This design comes from an exercise in tuning for small area, a short achievable clock period and few clock cycles per item on the open sky130 flow, not from production work. Function was checked by simulation only, so behaviour that the tests miss may differ from the original. Power figures rest on the tool's default switching activity, not on a simulated workload.

==> flow/design.v, too long to show whole: its modules and the start of the top module <==
// module mac_tree: 1882 lines
// module conv_accel_top: 206 lines
module conv_accel_top (
    input  logic                       clk,
    input  logic                       rst,
    input  logic                       req_valid_i,
    input  logic [1:0]                 req_op_i,
    input  logic                       req_imm_i,
    input  logic [cnn_pkg::DATA_W-1:0] req_rj_i,
    input  logic [cnn_pkg::DATA_W-1:0] req_rk_i,
    output logic                       req_ready_o,
    output logic                       rsp_valid_o,
    output logic                       mem_valid_o,
    input  logic                       mem_ready_i,
    output logic [cnn_pkg::DATA_W-1:0] mem_addr_o,
    output logic                       mem_read_o,
    output logic [cnn_pkg::DATA_W-1:0] mem_wdata_o,
    input  logic                       mem_rsp_valid_i,
    input  logic [cnn_pkg::DATA_W-1:0] mem_rsp_rdata_i
);
  // ...
==> flow/run.sh <==
#!/bin/bash
# synth_recipe.tcl (not shown) runs the flow's synth.tcl, then flattens the netlist and writes it again
# the make line also repeats each setting of config.mk as NAME=value (left out here)
make -C /OpenROAD-flow-scripts/flow DESIGN_CONFIG=/design/flow/config.mk WORK_HOME=/design/flow/orfs CLKGATE_MAP_FILE= SYNTH_SCRIPT=/design/flow/synth_recipe.tcl finish
==> flow/config.mk <==
export PLATFORM = sky130hd
export DESIGN_NAME = conv_accel_top
export DESIGN_NICKNAME = conv_accel_top
export VERILOG_FILES = /design/flow/design.v
export SDC_FILE = /design/flow/constraint.sdc
export NUM_CORES = 4
export LEC_CHECK = 0
export CAP_MARGIN = 20
export CORE_MARGIN = 2
export CORE_UTILIZATION = 40
export SETUP_SLACK_MARGIN = 5
export SLEW_MARGIN = 20
==> flow/constraint.sdc <==
create_clock -name core_clock -period 10.0 [get_ports {clk}]
set_input_delay 2.0000 -clock core_clock [delete_from_list [all_inputs] [get_ports {clk}]]
set_output_delay 2.0000 -clock core_clock [all_outputs]
set_load 0.01 [all_outputs]
==> flow_metrics.py, run 1 <==
metrics = {
    "run_status": {
        "status": "complete, no violations",
    },
    "cells_and_area": {
        "multi_input_gates": 2265,
        "drive_gt1_frac": 0.137,
        "final_cell_mix": "540 x edfxtp_1, 402 x inv_1, 253 x o22ai_1",
        "seq_share": 0.365,
        "inverters_excl_clock": 416,
        "top_register": "win_q",
        "fin_util": 0.477,
        "multi_input_area_mm2": 0.0202,
        "fillers": 8658,
    },
    "clock_network": {
        "cts_resized": 106,
        "cts.clk_slew.worst_paths_ns": 0.06,
        "cts_tree": "done",
    },
    "sta": {
        "setup_violations": 0,
        "slew_violations": 0,
        "finalHoldViolCount": 0,
        "period_needed_ns": 6.06,
        "slew_headroom": 0.313,
    },
    "setup_path": {
        "critPathMaxFanout": 7,
        "start_kind": "flop",
        "cp-startpoint": "tap_q[0]",
        "reg2reg_from": "tap_q[0]",
        "r2r_cells": 23,
        "critical_path.top_delay_family": "adder cells",
    },
    "route": {
        "final_antenna_net_count": 0,
        "wl_met3_um": 6480,
        "wl_per_cell_um": 21.3,
        "num_vias": 27200,
    },
    "synth": {
        "synth_edf_count": 540,
        "synth_area_leaders": "edfxtp_1 42%, fa_1 13%, xnor2_1 5.8%, o22ai_1 4.3%, inv_1 4.0%",
        "yosys.area_share.simple": 0.0744,
        "synth_warnings": 1,
        "synth_largest_area_cell": "edfxtp_1",
        "synth_cell_types": 72,
        "ys_top_cells_by_count": "540 x edfxtp_1, 411 x inv_1, 269 x o22ai_1",
    },
    "grt": {
        "grt_max_degree": 80,
        "grt_usage": 0.217,
        "grt_pass1_vias": 28200,
    },
    "floorplanning": {
        "core_mm2": 0.0963,
    },
    "min_path": {
        "hp-class": "reg2reg",
        "min_from": "win_q[25]",
    },
    "power": {
        "pg_seq_mw": 3.91,
        "comb_cell_power_mw": 11.3,
        "combPwrFrac": 0.633,
        "leakage_nw": 17.4,
    },
}
Testbench counts, summed over its fixed seeds: cycles 8,785, items 2,528.
==> run 2: changes to the inputs <==
--- a/flow/config.mk
+++ b/flow/config.mk
@@ -10,3 +10,2 @@
 export CORE_UTILIZATION = 40
-export SETUP_SLACK_MARGIN = 5
 export SLEW_MARGIN = 20
==> flow_metrics.py, run 2 <==
metrics = {
    "power": {
        "leakage_nw": 16.4,
        "powerDensity_mw_per_mm2": 389,
        "ir_drop_v": 0.000471,
    },
    "cells_and_area": {
        "final_cell_area_mm2": 0.0437,
        "diodes": 0,
        "top_regs": "win_q x160, wt_q x128",
        "num-nets-final": 4010,
        "largest_reg_flops": 160,
        "drive_gt1_frac": 0.0831,
        "final_cell_mix": "540 x edfxtp_1, 410 x inv_1, 269 x o22ai_1",
        "top_register": "win_q",
        "final_cells": 4873,
        "area_delta_synth_final_pct": 12.8,
        "final_common_cell": "edfxtp_1",
    },
    "route": {
        "num_vias": 26400,
        "wl_per_cell_um": 20.9,
        "drc": 0,
        "drt_iter0_markers": 2421,
        "routed_via_density": 5.41,
        "final_antenna_net_count": 0,
        "drt-pass1-iter-count": 5,
        "routed_wirelength_um": 102000,
    },
    "sta": {
        "min_period_over_period": 0.784,
        "rsz0062_at_grt": "false",
        "finalHoldViolCount": 0,
        "slew_headroom": 0.337,
        "slew_violations": 0,
        "setup_violations": 0,
        "period_needed_ns": 7.84,
        "clock_skew_ns": 0.0360,
        "tns_ns": 0,
        "fmax_mhz": 127,
        "tightest_slew_ns": 0.992,
    },
    "grt": {
        "grt_max_degree": 87,
        "antenna_found_initial": 4,
        "grt_remaining_overflow": 0,
        "grt_pass1_vias": 27300,
        "grt_usage": 0.210,
        "grt_pass1_wl_um": 162000,
    },
    "setup_path": {
        "r2r_setup_slack_ns": 2.16,
        "critPathSlowestCell": "mux4_2",
        "slowest_delay_ns": 0.86,
        "rr_endpoint": "acc_c_q[31]",
        "reg2reg_from": "tap_q[0]",
        "worstPathRequired_ns": 10.40,
        "crit_chain": "buf_4 > mux4_2 > buf_4 > and3b_1 > a21oi_1 > o22ai_1 > xnor2_1 > fa_1 > fa_1 > inv_1 > fa_1 > fa_1 > inv_1 > fa_1 > xnor2_1 > xnor2_1 > xnor2_1 > xnor3_1 > xnor2_1 > xnor2_1 > xnor2_1 > xnor2_1 > xnor2_1",
        "endpoint_kind": "flop",
        "path_class": "reg2reg",
        "cp.arrival_ns": 8.25,
        "path_common_cell": "xnor2_1",
        "critPathMaxFanout": 17,
        "start_kind": "flop",
        "r2r_cells": 23,
    },
    "synth": {
        "syn_avg_cell_area_um2": 11.2,
        "syn_inst": 3472,
        "synth_area_leaders": "edfxtp_1 42%, fa_1 13%, xnor2_1 5.8%, o22ai_1 4.3%, inv_1 4.0%",
        "yosysSeqAreaShare": 0.433,
        "synth_largest_area_cell": "edfxtp_1",
        "yosysMostFrequentCell": "edfxtp_1",
        "synth_edf_count": 540,
        "ys.flop_type": "edfxtp_1",
        "ys_top_cells_by_count": "540 x edfxtp_1, 411 x inv_1, 269 x o22ai_1",
        "synth_cell_types": 72,
        "netlist_area_mm2": 0.0387,
        "synth_top_area_share": 0.419,
        "synthArstFlopShare": 0,
        "ys_ff_latch": 568,
        "synth_warnings": 1,
    },
    "floorplanning": {
        "rows": 114,
        "die_area_mm2": 0.0994,
        "start_util": 0.402,
        "core_mm2": 0.0963,
        "fp.dieW_um": 315,
        "dieHeight_um": 315,
        "io_pins": 172,
    },
    "clock_network": {
        "cts.clk_slew.worst_paths_ns": 0.06,
        "cts_tree": "done",
        "h-tree-depth": 3,
        "cts_num_sinks": 568,
        "post_cts_buffers": 0,
        "holdBufCountCts": 0,
        "clkLatencyLatePin_ns": 0.65,
        "ctsLongestPathBuffers": 3,
        "cts_resized": 0,
        "numCtsBuffers": 68,
        "cts_root_buffer": "clkbuf_16",
    },
    "placed_design": {
        "place.gp.congestion": 0.833,
        "io_buffers": 149,
        "placed_cells": 4754,
        "place_area_mm2": 0.0416,
        "hpwlAfterDp_um": 68700,
    },
    "min_path": {
        "min_from": "win_q[44]",
        "hold_path_end": "win_q[76]",
        "hp-class": "reg2reg",
        "hold_depth": 0,
    },
    "flow_run": {
        "timing.max_cap.violations": 0,
    },
    "run_status": {
        "status": "complete, no violations",
    },
}
run 2: layout make-up:
| type | instances | area [µm²] |
|---|---|---|
| Fill cell | 9013 | 52600 |
| Multi-Input combinational cell | 2264 | 19600 |
| Inverter | 415 | 1560 |
| Tap cell | 1276 | 1600 |
| Timing Repair Buffer | 232 | 2130 |
| Sequential cell | 568 | 16800 |
| Clock inverter | 32 | 253 |
| Clock buffer | 86 | 1790 |
run 2: how the worst max path moves through the flow:
stage / start / slack [ns] / end
6_report: tap_q[0] / 2.16 / acc_c_q[31]
5_1_grt: tap_q[0] / 1.77 / acc_c_q[31]
2_1_floorplan: mem_rsp_valid_i / 0.56 / wrsp_q[1]
3_3_place_gp: tap_q[0] / 2.28 / acc_c_q[31]
4_1_cts: tap_q[0] / 2.20 / acc_c_q[31]
3_5_place_dp: tap_q[0] / 2.19 / acc_c_q[31]
run 2: routing by layer:
layer  part of all wire  wire, µm  track usage
met1               0.43     43600        0.278
met5            0.00051        52            0
met3              0.060      6070       0.0354
met4              0.026      2680       0.0634
met2               0.48     49300        0.351
run 2: critical path: cells and delay by family, from the launching register on:
kind                     cells  cell delay [ns]
AO/OA/AOI/OAI                2             0.96
XOR/XNOR                    10             1.86
adder cells (fa/ha/maj)      5             2.17
buffers and inverters        4             0.88
flip-flops                   1             0.65
multiplexers                 1             0.86
AND/OR/NAND/NOR              1             0.21
run 2: cell families after synthesis:
kind of cell | count (synthesis) | synth area share
XOR/XNOR | 411 | 0.0948
buffers and inverters | 641 | 0.0648
other | 1 | 0.0000968
adder cells (fa/ha/maj) | 357 | 0.166
AO/OA/AOI/OAI | 722 | 0.114
multiplexers | 161 | 0.0536
AND/OR/NAND/NOR | 611 | 0.0744
flip-flops | 568 | 0.433
run 2: through the flow:
| step | hold WS (ns) | util | setup slack, ns | power, mW |
|---|---|---|---|---|
| 5_1_grt | 0.435 | 0.454 | 1.77 | 19.0 |
| 3_5_place_dp | 0.432 | 0.433 | 2.19 | 14.6 |
| 2_1_floorplan | 0.421 | - | 0.556 | 11.7 |
| 6_report | 0.435 | 0.454 | 2.16 | 17.0 |
| 4_1_cts | 0.428 | 0.454 | 2.20 | 17.2 |
| 3_3_place_gp | 0.427 | 0.432 | 2.28 | 14.5 |
run 2: report_power, final:
group	switching [mW]	total, mW	internal [mW]
clock	1.03	2.33	1.31
combinational	5.97	10.7	4.77
sequential	0.136	3.91	3.77
==> run 3: changes to the inputs <==
==> flow/flow/run.sh (new file) <==
#!/bin/bash
# Standard layout, with timing repair aiming past the 10 ns clock's slack.
set -euo pipefail
bash standard.sh SETUP_SLACK_MARGIN=5.5 finish > make_finish.log 2>&1
==> flow/standard.sh (new file) <==
#!/bin/bash
# synth_recipe.tcl (not shown) runs the flow's synth.tcl, then flattens the netlist and writes it again
# the make line also repeats each setting of config.mk as NAME=value (left out here)
make -C /OpenROAD-flow-scripts/flow DESIGN_CONFIG=/design/flow/config.mk WORK_HOME=/design/flow/orfs CLKGATE_MAP_FILE= SYNTH_SCRIPT=/design/flow/synth_recipe.tcl "${@:-finish}"
removed: flow/run.sh
==> flow_metrics.py, run 3 <==
metrics = {
    "run_status": {
        "status": "complete, no violations",
    },
    "route": {
        "final_antenna_net_count": 0,
        "drt_iter0_markers": 2292,
        "num_vias": 27300,
        "drt-pass1-iter-count": 6,
        "wl_per_cell_um": 21.3,
        "drc": 0,
        "routed_wirelength_um": 107000,
        "routed_via_density": 5.43,
    },
    "synth": {
        "synth_area_leaders": "edfxtp_1 42%, fa_1 13%, xnor2_1 5.8%, o22ai_1 4.3%, inv_1 4.0%",
        "yosysSeqAreaShare": 0.433,
        "synthArstFlopShare": 0,
        "ys_top_cells_by_count": "540 x edfxtp_1, 411 x inv_1, 269 x o22ai_1",
        "ys_ff_latch": 568,
        "synth_top_area_share": 0.419,
        "yosysMostFrequentCell": "edfxtp_1",
        "syn_inst": 3472,
        "synth_edf_count": 540,
        "syn_avg_cell_area_um2": 11.2,
        "synth_largest_area_cell": "edfxtp_1",
        "synth_cell_types": 72,
        "ys.flop_type": "edfxtp_1",
        "synth_warnings": 1,
        "netlist_area_mm2": 0.0387,
    },
    "setup_path": {
        "start_kind": "flop",
        "path_class": "reg2reg",
        "critical_path.top_delay_family": "XOR/XNOR gates",
        "worstPathRequired_ns": 10.42,
        "slowest_delay_ns": 0.59,
        "cp.arrival_ns": 6.93,
        "critPathSlowestCell": "fa_2",
        "endpoint_kind": "flop",
        "critPathMaxFanout": 7,
        "crit_buf_inv": 7,
        "path_common_cell": "xnor2_1",
    },
    "placed_design": {
        "io_buffers": 149,
        "place_area_mm2": 0.0419,
        "place.gp.congestion": 0.838,
        "hpwlAfterDp_um": 68400,
        "pre_cts_ws_ns": 2.54,
    },
    "sta": {
        "finalHoldViolCount": 0,
        "slew_violations": 0,
        "fmax_mhz": 154,
        "setup_violations": 0,
        "clock_skew_ns": 0.0249,
        "min_period_over_period": 0.651,
        "slew_headroom": 0.344,
        "tightest_slew_ns": 0.984,
        "rsz0062_at_grt": "true",
        "tns_ns": 0,
        "period_needed_ns": 6.51,
        "setup_ws_ns": 3.49,
    },
    "floorplanning": {
        "start_util": 0.402,
        "core_mm2": 0.0963,
        "io_pins": 172,
        "fp.dieW_um": 315,
        "dieHeight_um": 315,
        "die_area_mm2": 0.0994,
        "rows": 114,
    },
    "clock_network": {
        "clkLatencyLatePin_ns": 0.65,
        "numCtsBuffers": 69,
        "h-tree-depth": 3,
        "cts_num_sinks": 568,
        "cts.clk_slew.worst_paths_ns": 0.06,
        "cts_root_buffer": "clkbuf_16",
        "holdBufCountCts": 0,
        "cts_tree": "done",
        "ctsLongestPathBuffers": 3,
    },
    "grt": {
        "top_usage_layer": "met2",
        "grt_max_degree": 86,
        "use_met2": 0.358,
        "grt_pass1_wl_um": 166000,
        "globalRouteMet3Util": 0.0416,
        "grt_pass1_vias": 28000,
        "grt_remaining_overflow": 0,
        "antenna_found_initial": 3,
        "grt.met1_usage": 0.282,
        "grt_usage": 0.216,
    },
    "cells_and_area": {
        "num-nets-final": 4164,
        "area_delta_synth_final_pct": 20.7,
        "final_cell_area_mm2": 0.0468,
        "top_register": "win_q",
        "drive_gt1_frac": 0.174,
        "seqCellArea_mm2": 0.0168,
        "final_common_cell": "edfxtp_1",
        "multi_input_area_mm2": 0.0207,
        "largest_reg_flops": 160,
        "fillers": 8569,
        "final_cell_mix": "540 x edfxtp_1, 374 x inv_1, 246 x nand2_1",
        "top_regs": "win_q x160, wt_q x128",
    },
    "power": {
        "power.total_mw": 18.4,
        "powerDensity_mw_per_mm2": 393,
        "leakage_nw": 17.6,
        "ir_drop_v": 0.000678,
    },
    "min_path": {
        "hp-class": "reg2reg",
    },
    "flow_run": {
        "timing.max_cap.violations": 0,
    },
}
==> run 3: final cells by class <==
| class | count | share of cell area |
|---|---|---|
| Clock inverter | 33 | 0.00589 |
| Timing Repair Buffer | 384 | 0.0859 |
| Sequential cell | 568 | 0.359 |
| Multi-Input combinational cell | 2265 | 0.442 |
| Clock buffer | 93 | 0.0399 |
| Antenna cell | 1 | 0.0000535 |
| Inverter | 415 | 0.0335 |
| Tap cell | 1276 | 0.0341 |
==> run 3: path summary, 6_finish.rpt <==
| path | slack, ns | start | cells past startpoint | endpoint |
|---|---|---|---|---|
| worst min-delay path | 0.45 | win_q[123] | 0 | win_q[155] |
| worst max-delay path | 3.49 | tap_q[0] | 25 | acc_c_q[31] |
| worst max register to register | 3.49 | tap_q[0] | 25 | acc_c_q[31] |
| worst min register to register | 0.45 | win_q[123] | 0 | win_q[155] |
==> run 3: power by group <==
part           switching (mW)  internal [mW]
logic                    6.62           5.46
registers               0.133           3.78
clock network            1.04           1.37
==> run 3: metrics by stage <==
stage          cells  hold slack, ns  utilization
2_1_floorplan   3473           0.421            -
3_3_place_gp    4752           0.426        0.435
3_5_place_dp    4752           0.432        0.435
4_1_cts         4987           0.446        0.475
5_1_grt         5034           0.455        0.486
6_report        5035           0.446        0.486
==> run 3: timing repair <==
action | CTS | global route
endpoints found under the setup margin | 61 | 131
resized for setup | 143 | 162
pin swaps | 56 | 96
buffers inserted | 101 | 44
cloned | 8 | 2
==> run 3: cells by family after synthesis <==
| kind of cell | after synthesis | share of synthesized area |
|---|---|---|
| adder cells (fa/ha/maj) | 357 | 0.166 |
| AND/OR/NAND/NOR | 611 | 0.0744 |
| AO/OA/AOI/OAI | 722 | 0.114 |
| buffers and inverters | 641 | 0.0648 |
| multiplexers | 161 | 0.0536 |
| flip-flops | 568 | 0.433 |
| XOR/XNOR | 411 | 0.0948 |
| other | 1 | 0.0000968 |
==> run 3: routing by layer <==
metal | vias up | share of wire
met5 | - | 0.00025
met4 | 4 | 0.033
met3 | 192 | 0.071
met2 | 967 | 0.48
met1 | 13600 | 0.41
li1 | 12500 | -

-- separate check: timing with driven ports --
The flow's constraints put no driver on any port. The routed layouts listed below were extracted and timed again, unchanged, in two steps.
Step 1, drivers: a clkbuf_16 drives clk and a buf_2 each remaining input, both assumed.
Step 2 adds t to the input delays and takes it off the output delays; t is the mean of the earliest and latest rising clock arrival at the registers after step 1. Input paths then give back, and output paths get back, about the clock's delay inside the block.
Slacks: no drivers / after step 1 / after step 2; pairs: no drivers / after step 1.
| run | t, ns | setup slack, ns | worst setup path at the end | worst register clock-pin slew, ns | worst data-port slew with drivers (ns) |
|---|---|---|---|---|---|
| run 1 | 0.706 | 3.935 / 3.935 / 3.935 | register to register | 0.06 / 0.06 | 0.08 |
| run 2 | 0.699 | 2.156 / 2.156 / 2.156 | register to register | 0.06 / 0.06 | 0.11 |
| run 3 | 0.708 | 3.489 / 3.489 / 3.489 | register to register | 0.06 / 0.06 | 0.08 |
After both steps every run listed still meets setup and hold.
